What follows belongs to an exercise in optimizing a design on an open flow for small area, a short achievable clock period and few clock cycles per item; a production flow would make more cautious choices.
The RTL was checked by simulation tests, not by an equivalence proof against the original design.

==> run a <==
==> flow/design.v (excerpt) <==
module adaptive_step_length_controller (
    input  logic                             aclk,
    input  logic                             aresetn,
    input  logic                             s_tvalid,
    output logic                             s_tready,
    input  logic [aslc_pkg::S_TDATA_W-1:0]   s_tdata,
    input  logic                             s_tuser,
    output logic                             m_tvalid,
    input  logic                             m_tready,
    output logic [aslc_pkg::M_TDATA_W-1:0]   m_tdata,
    output logic                             m_tlast,
    input  logic                             cfg_valid,
    output logic                             cfg_ready,
    input  logic [aslc_pkg::CFG_IDX_W-1:0]   cfg_index,
    input  logic [aslc_pkg::CFG_DATA_W-1:0]  cfg_data
);
make LEC_CHECK=0 CAP_MARGIN=60 CORE_MARGIN=2 CORE_UTILIZATION=40 SLEW_MARGIN=60 finish   # period 18.0 ns
run.sh (not shown) runs the stock make flow with config.mk's settings and CLKGATE_MAP_FILE= SYNTH_SCRIPT=/design/flow/synth_recipe.tcl, a recipe that flattens the netlist after the stock synthesis.
==> run b: changes against run a <==
--- a/flow/design.v
+++ b/flow/design.v
@@ -1135,73 +1135,41 @@
             booth[k]      = e[2*k+2];
             booth[8 + k]  = e[2*k+1] ^ e[2*k];
             booth[16 + k] = (e[2*k+2] & ~e[2*k+1] & ~e[2*k]) |
                             (~e[2*k+2] & e[2*k+1] & e[2*k]);
         end
         booth[24] = f[15];
     endfunction
-    function automatic logic [32:0] bk_add(input logic [31:0] a, input logic [31:0] b,
-                                           input logic cin);
-        logic [31:0] g, p, gg, pp;
-        g  = a & b;
-        p  = a ^ b;
-        gg = g;
-        pp = p;
-        gg[0] = g[0] | (p[0] & cin);
-        for (int d = 1; d < 32; d = d * 2) begin
-            for (int i = 2 * d - 1; i < 32; i = i + 2 * d) begin
-                gg[i] = gg[i] | (pp[i] & gg[i - d]);
-                pp[i] = pp[i] & pp[i - d];
-            end
-        end
-        for (int d = 8; d >= 1; d = d / 2) begin
-            for (int i = 3 * d - 1; i < 32; i = i + 2 * d) begin
-                gg[i] = gg[i] | (pp[i] & gg[i - d]);
-                pp[i] = pp[i] & pp[i - d];
-            end
-        end
-        bk_add[0]  = p[0] ^ cin;
-        for (int i = 1; i < 32; i++) begin
-            bk_add[i] = p[i] ^ gg[i - 1];
-        end
-        bk_add[32] = gg[31];
-    endfunction
     logic [31:0]       c_floor, c_ceil, c_thr;
     logic [15:0]       c_rise, c_drop, c_iter;
     logic [46:0]       c_eps;
     logic signed [8:0] c_streak;
     assign cfg_ready = 1'b1;
-    localparam logic [46:0] RV_FLOOR  = 47'(RST_MIN_LENGTH);
-    localparam logic [46:0] RV_CEIL   = 47'(RST_MAX_LENGTH);
-    localparam logic [46:0] RV_RISE   = 47'(RST_RISE_FACTOR);
-    localparam logic [46:0] RV_DROP   = 47'(RST_DROP_FACTOR);
-    localparam logic [46:0] RV_STREAK = 47'(9'h1FF);
-    localparam logic [46:0] RV_ITER   = 47'(RST_MAX_ITER);
-    logic [46:0] wd0, wd1;
-    logic [7:0]  cfg_we;
-    assign wd0 = cfg_data & {47{aresetn}};       
-    assign wd1 = cfg_data | {47{!aresetn}};      
-    always_comb begin
-        for (int k = 0; k < 8; k++) begin
-            cfg_we[k] = !aresetn || (cfg_valid && cfg_index == 3'(k));
-        end
-    end
-    function automatic logic [46:0] wsel(input logic [46:0] rv, input logic [46:0] d0,
-                                         input logic [46:0] d1);
-        wsel = (d0 & ~rv) | (d1 & rv);
-    endfunction
     always_ff @(posedge aclk) begin
-        if (cfg_we[0]) c_floor  <= wsel(RV_FLOOR, wd0, wd1);
-        if (cfg_we[1]) c_ceil   <= wsel(RV_CEIL, wd0, wd1);
-        if (cfg_we[2]) c_rise   <= wsel(RV_RISE, wd0, wd1);
-        if (cfg_we[3]) c_drop   <= wsel(RV_DROP, wd0, wd1);
-        if (cfg_we[4]) c_eps    <= wd0;
-        if (cfg_we[5]) c_thr    <= wd0;
-        if (cfg_we[6]) c_streak <= $signed(wsel(RV_STREAK, wd0, wd1));
-        if (cfg_we[7]) c_iter   <= wsel(RV_ITER, wd0, wd1);
+        if (!aresetn) begin
+            c_floor  <= RST_MIN_LENGTH;
+            c_ceil   <= RST_MAX_LENGTH;
+            c_rise   <= RST_RISE_FACTOR;
+            c_drop   <= RST_DROP_FACTOR;
+            c_eps    <= RST_EPSILON;
+            c_thr    <= RST_CHANGE_THR;
+            c_streak <= STREAK_NONE;
+            c_iter   <= RST_MAX_ITER;
+        end else if (cfg_valid) begin
+            case (cfg_index)
+                3'd0: c_floor  <= cfg_data[31:0];
+                3'd1: c_ceil   <= cfg_data[31:0];
+                3'd2: c_rise   <= cfg_data[15:0];
+                3'd3: c_drop   <= cfg_data[15:0];
+                3'd4: c_eps    <= cfg_data[46:0];
+                3'd5: c_thr    <= cfg_data[31:0];
+                3'd6: c_streak <= $signed(cfg_data[8:0]);
+                3'd7: c_iter   <= cfg_data[15:0];
+            endcase
+        end
     end
     logic [31:0]        st_len;
     logic [31:0]        st_total;
     logic [47:0]        st_acc;
     logic signed [8:0]  st_streak;
     logic [15:0]        st_iter;
     logic               st_active, st_desc, st_strict, st_tot;
@@ -1245,18 +1213,18 @@
     logic [15:0] iter_inc;
     logic        iter_done, streak_done, floor_done;
     logic        done_early, done_rise, done;
     logic signed [8:0] streak_inc;
     assign in_valid_nx  = take || (in_valid && !fire);
     assign out_valid_nx = fire || (out_valid && !m_tready);
     assign upd_acc = !i_op || (st_active && !i_chg_le && i_better);
-    assign tsum   = bk_add(st_total, st_len, 1'b0);
+    assign tsum   = {1'b0, st_total} + {1'b0, st_len};
     assign t_sat  = tsum[32] ? '1 : tsum[31:0];
-    assign t_left = bk_add(c_ceil, ~t_sat, 1'b1);
-    assign t_gt   = !t_left[32];
+    assign t_left = {1'b0, c_ceil} - {1'b0, t_sat};
+    assign t_gt   = t_left[32];
     assign k_rise = !st_tot ? c_ceil : (t_gt ? '0 : t_left[31:0]);
     assign len_lt_ceil = st_len < c_ceil;
     assign len_eq_ceil = st_len == c_ceil;
     assign len_gt_ceil = !len_lt_ceil && !len_eq_ceil;
     assign grow_ok     = st_strict || len_lt_ceil;
     assign use_tot = i_better && st_tot;
     assign crow_a  = {5'h1F, i_better ? ~c_ceil : ~c_floor};
==> results.py <==
metrics = {
    "placed_design": {
        "preCtsSetupSlack_ns": 9.30,
    },
    "final_layout": {
        "nets": 6399,
    },
    "timing": {
        "min_period_ns": 8.57,
    },
    "hold_path": {
        "hold_end": "st_acc[13]",
    },
    "floorplanning": {
        "die_w_microns": 355,
        "fp.coreArea_sq_mm": 0.122,
    },
    "drt": {
        "vias": 42639,
        "routed_via_density": 5.97,
    },
    "run_status": {
        "run_status": "no timing/DRC/antenna violations",
    },
    "critical_path": {
        "path_class": "in -> out",
    },
}
That was run a.
==> results.py <==
metrics = {
    "critical_path": {
        "path_class": "reg -> reg",
        "r2r-end": "st_len[2]",
    },
    "final_layout": {
        "nets": 7099,
    },
    "floorplanning": {
        "die_w_microns": 362,
    },
    "drt": {
        "routed_via_density": 5.77,
        "vias": 45623,
    },
    "placed_design": {
        "preCtsSetupSlack_ns": 9.38,
    },
    "run_status": {
        "run_status": "no timing/DRC/antenna violations",
    },
    "hold_path": {
        "hold_end": "c_thr[28]",
    },
    "timing": {
        "min_period_ns": 8.72,
    },
}
That was run b.
Testbench counts of run a, summed over its fixed seeds: cycles 8,582, items 8,246.
Testbench counts of run b, summed over its fixed seeds: cycles 8,582, items 8,246.

==> quartz <==
adaptive_step_length_controller, a different RTL version from the one above (not shown whole).
make LEC_CHECK=0 CAP_MARGIN=20 CORE_MARGIN=2 CORE_UTILIZATION=40 SLEW_MARGIN=20 finish   # period 18.0 ns
==> zinc: changes against quartz <==
- CAP_MARGIN: 20 -> 60
- SLEW_MARGIN: 20 -> 60
==> qor.csv <==
metric;value;unit
run status;finished clean;
Non-clock buffer share;0.0802;
Final clock-cell share;0.0342;
data arrival time of the worst path;9.85;ns
final instance count without filler cells;7867;
detail-routed via count per cell;6.01;
minimum clock period after layout;9.32;ns
vias in the first global route;45400;
logic depth of the worst path, buffers included;28;
cell family with most CP delay;compound AO/OA/AOI/OAI gates;
routed via count;47300;
kind of critical path;reg2reg;
fraction of final layout cells with drive strength greater than 1;0.0667;
startpoint class of the critical path;flip-flop;
fraction of met3 tracks used by global routing;0.0856;
worst slack at placement;8.58;ns
sum of met2 wire segment lengths after detailed routing;93500;um
worst clock skew;0.0600;ns
clock-pin slew on the worst setup and hold paths;0.06;ns
Total Routed Length;215000;um
GR Layer Usage met1;0.436;
[end of results for zinc]
==> qor.csv <==
metric;value;unit
worst clock skew;0.0347;ns
routed via count;47100;
fraction of met3 tracks used by global routing;0.0827;
clock-pin slew on the worst setup and hold paths;0.07;ns
routed length per instance;27.4;um
Total Routed Length;215000;um
worst slack at placement;7.78;ns
detail-routed via count per cell;6.01;
GR Layer Usage met1;0.436;
startpoint class of the critical path;input port;
kind of critical path;in2reg;
data arrival time of the worst path;10.79;ns
vias in the first global route;45000;
Non-clock buffer share;0.0771;
run status;finished clean;
post-route standard cell area excluding fillers;0.0570;mm^2
minimum clock period after layout;10.45;ns
WL met1;88800;um
cell family with most CP delay;simple AND/OR/NAND/NOR gates;
fraction of final layout cells with drive strength greater than 1;0.0521;
[end of results for quartz]
Testbench counts of quartz, summed over its fixed seeds: cycles 8,582, items 8,246.
Testbench counts of zinc, summed over its fixed seeds: cycles 8,582, items 8,246.

==> pepper: inputs <==
adaptive_step_length_controller with an RTL version that a note above also has.
clock: 18.0 ns
lec_check: 0
cap_margin: 60
core_margin: 2
core_utilization: 40
slew_margin: 60
standard.sh (not shown) runs the stock make flow with config.mk's settings and CLKGATE_MAP_FILE= SYNTH_SCRIPT=/design/flow/synth_recipe.tcl, a recipe that flattens the netlist after the stock synthesis.
==> flow/flow/run.sh <==
#!/bin/bash
# The standard layout (the standard.sh, standard synthesis included), with
# two changes: the buffers that placement puts on every input and output port
# are sky130_fd_sc_hd__buf_2 instead of the resizer's default choice, and
# timing repair aims for 10 ns of setup slack at the design's clock period.
set -euo pipefail
bash standard.sh 'BUFFER_PORTS_ARGS=-buffer_cell sky130_fd_sc_hd__buf_2' SETUP_SLACK_MARGIN=10 finish > standard_flow.log 2>&1
==> inputs of nickel, as changes to pepper <==
--- a/flow/design.v
+++ b/flow/design.v
@@ -1135,42 +1135,74 @@
             booth[k]      = e[2*k+2];
             booth[8 + k]  = e[2*k+1] ^ e[2*k];
             booth[16 + k] = (e[2*k+2] & ~e[2*k+1] & ~e[2*k]) |
                             (~e[2*k+2] & e[2*k+1] & e[2*k]);
         end
         booth[24] = f[15];
     endfunction
+    function automatic logic [32:0] bk_add(input logic [31:0] a, input logic [31:0] b,
+                                           input logic cin);
+        logic [31:0] g, p, gg, pp;
+        g  = a & b;
+        p  = a ^ b;
+        gg = g;
+        pp = p;
+        gg[0] = g[0] | (p[0] & cin);
+        for (int d = 1; d < 32; d = d * 2) begin
+            for (int i = 2 * d - 1; i < 32; i = i + 2 * d) begin
+                gg[i] = gg[i] | (pp[i] & gg[i - d]);
+                pp[i] = pp[i] & pp[i - d];
+            end
+        end
+        for (int d = 8; d >= 1; d = d / 2) begin
+            for (int i = 3 * d - 1; i < 32; i = i + 2 * d) begin
+                gg[i] = gg[i] | (pp[i] & gg[i - d]);
+                pp[i] = pp[i] & pp[i - d];
+            end
+        end
+        bk_add[0]  = p[0] ^ cin;
+        for (int i = 1; i < 32; i++) begin
+            bk_add[i] = p[i] ^ gg[i - 1];
+        end
+        bk_add[32] = gg[31];
+    endfunction
     logic [31:0]       c_floor, c_ceil, c_thr;
     logic [15:0]       c_rise, c_drop, c_iter;
     logic [46:0]       c_eps;
     logic signed [8:0] c_streak;
     assign cfg_ready = 1'b1;
-    always_ff @(posedge aclk) begin
-        if (!aresetn) begin
-            c_floor  <= RST_MIN_LENGTH;
-            c_ceil   <= RST_MAX_LENGTH;
-            c_rise   <= RST_RISE_FACTOR;
-            c_drop   <= RST_DROP_FACTOR;
-            c_eps    <= RST_EPSILON;
-            c_thr    <= RST_CHANGE_THR;
-            c_streak <= STREAK_NONE;
-            c_iter   <= RST_MAX_ITER;
-        end else if (cfg_valid) begin
-            case (cfg_index)
-                3'd0: c_floor  <= cfg_data[31:0];
-                3'd1: c_ceil   <= cfg_data[31:0];
-                3'd2: c_rise   <= cfg_data[15:0];
-                3'd3: c_drop   <= cfg_data[15:0];
-                3'd4: c_eps    <= cfg_data[46:0];
-                3'd5: c_thr    <= cfg_data[31:0];
-                3'd6: c_streak <= $signed(cfg_data[8:0]);
-                3'd7: c_iter   <= cfg_data[15:0];
-            endcase
+    localparam logic [46:0] RV_FLOOR  = 47'(RST_MIN_LENGTH);
+    localparam logic [46:0] RV_CEIL   = 47'(RST_MAX_LENGTH);
+    localparam logic [46:0] RV_RISE   = 47'(RST_RISE_FACTOR);
+    localparam logic [46:0] RV_DROP   = 47'(RST_DROP_FACTOR);
+    localparam logic [46:0] RV_STREAK = 47'(9'h1FF);
+    localparam logic [46:0] RV_ITER   = 47'(RST_MAX_ITER);
+    logic [46:0] wd0, wd1;
+    logic [7:0]  cfg_we;
+    assign wd0 = cfg_data & {47{aresetn}};       
+    assign wd1 = cfg_data | {47{!aresetn}};      
+    always_comb begin
+        for (int k = 0; k < 8; k++) begin
+            cfg_we[k] = !aresetn || (cfg_valid && cfg_index == 3'(k));
         end
     end
+    function automatic logic [46:0] wsel(input logic [46:0] rv, input logic [46:0] d0,
+                                         input logic [46:0] d1);
+        wsel = (d0 & ~rv) | (d1 & rv);
+    endfunction
+    always_ff @(posedge aclk) begin
+        if (cfg_we[0]) c_floor  <= wsel(RV_FLOOR, wd0, wd1);
+        if (cfg_we[1]) c_ceil   <= wsel(RV_CEIL, wd0, wd1);
+        if (cfg_we[2]) c_rise   <= wsel(RV_RISE, wd0, wd1);
+        if (cfg_we[3]) c_drop   <= wsel(RV_DROP, wd0, wd1);
+        if (cfg_we[4]) c_eps    <= wd0;
+        if (cfg_we[5]) c_thr    <= wd0;
+        if (cfg_we[6]) c_streak <= $signed(wsel(RV_STREAK, wd0, wd1));
+        if (cfg_we[7]) c_iter   <= wsel(RV_ITER, wd0, wd1);
+    end
     logic [31:0]        st_len;
     logic [31:0]        st_total;
     logic [47:0]        st_acc;
     logic signed [8:0]  st_streak;
     logic [15:0]        st_iter;
     logic               st_active, st_desc, st_strict, st_tot;
     logic [31:0]        st_retreat;
@@ -1213,18 +1245,18 @@
     logic [15:0] iter_inc;
     logic        iter_done, streak_done, floor_done;
     logic        done_early, done_rise, done;
     logic signed [8:0] streak_inc;
     assign in_valid_nx  = take || (in_valid && !fire);
     assign out_valid_nx = fire || (out_valid && !m_tready);
     assign upd_acc = !i_op || (st_active && !i_chg_le && i_better);
-    assign tsum   = {1'b0, st_total} + {1'b0, st_len};
+    assign tsum   = bk_add(st_total, st_len, 1'b0);
     assign t_sat  = tsum[32] ? '1 : tsum[31:0];
-    assign t_left = {1'b0, c_ceil} - {1'b0, t_sat};
-    assign t_gt   = t_left[32];
+    assign t_left = bk_add(c_ceil, ~t_sat, 1'b1);
+    assign t_gt   = !t_left[32];
     assign k_rise = !st_tot ? c_ceil : (t_gt ? '0 : t_left[31:0]);
     assign len_lt_ceil = st_len < c_ceil;
     assign len_eq_ceil = st_len == c_ceil;
     assign len_gt_ceil = !len_lt_ceil && !len_eq_ceil;
     assign grow_ok     = st_strict || len_lt_ceil;
     assign use_tot = i_better && st_tot;
     assign crow_a  = {5'h1F, i_better ? ~c_ceil : ~c_floor};
CAP_MARGIN = 20   (was 60)
CORE_UTILIZATION = 55   (was 40)
SLEW_MARGIN = 20   (was 60)
==> flow_summary.toml <==
[place]
gp_congestion = 0.966

[setup_path]
cpPeakStageDelay_ns = 0.59

[routing]
wl_met3_mm = 15.8
drtPass1Iterations = 7

[finish]
layout_commonest_cell = "nand2_1"
nNetsFinal = 7088
n_all_inverters = 661
final_cell_mix = "nand2_1 (850), inv_1 (653), ha_1 (377)"
nFillCells = 12609
regArea_um2 = 11500

[floorplan]
die-area_um2 = 131000
fp-row-count = 131

[clock_tree]
insertion_delay_ns = 0.68
cts_buffers = 58

[grt]
antenna_found_initial = 30

[outcome]
status = "no timing/DRC/antenna violations"
That was pepper.
==> flow_summary.toml <==
[clock_tree]
insertion_delay_ns = 0.71
cts_buffers = 55

[finish]
n_all_inverters = 658
regArea_um2 = 13500
nFillCells = 7697

[outcome]
status = "no timing/DRC/antenna violations"

[grt]
antenna_found_initial = 19

[routing]
wl_met3_mm = 26.8
That was nickel.
Testbench counts of pepper, summed over its fixed seeds: cycles 8,582, items 8,246.
Testbench counts of nickel, summed over its fixed seeds: cycles 8,582, items 8,246.

[port drivers added, routing unchanged]
Ports are ideal in the flow. The routed layouts listed here were re-timed in OpenROAD. Step 1 assumes that a clkbuf_16 drives the clock port and a buf_2 every other input. Step 2 also shifts input and output timing later by t, the mid clock arrival at the registers, as if the neighbouring blocks saw the same clock. a / b / c = ideal ports / drivers / drivers and shift; a / b = the first two.
run	t, ns	setup slack, ns	slew at the worst register clock pin (ns)
run a	0.767	9.433 / 9.411 / 9.411	0.07 / 0.07
run b	0.750	9.280 / 9.280 / 9.280	0.07 / 0.07
quartz	0.756	7.552 / 7.604 / 6.848	0.07 / 0.07
zinc	0.754	8.679 / 8.679 / 8.285	0.07 / 0.07
pepper	0.735	10.203 / 10.181 / 10.181	0.07 / 0.07
nickel	0.756	10.148 / 10.148 / 10.148	0.07 / 0.07
After both steps setup and hold are still met in every run listed. For quartz, which loses most, drivers alone change the setup slack by +0.052 ns; drivers and shift together by -0.704 ns.
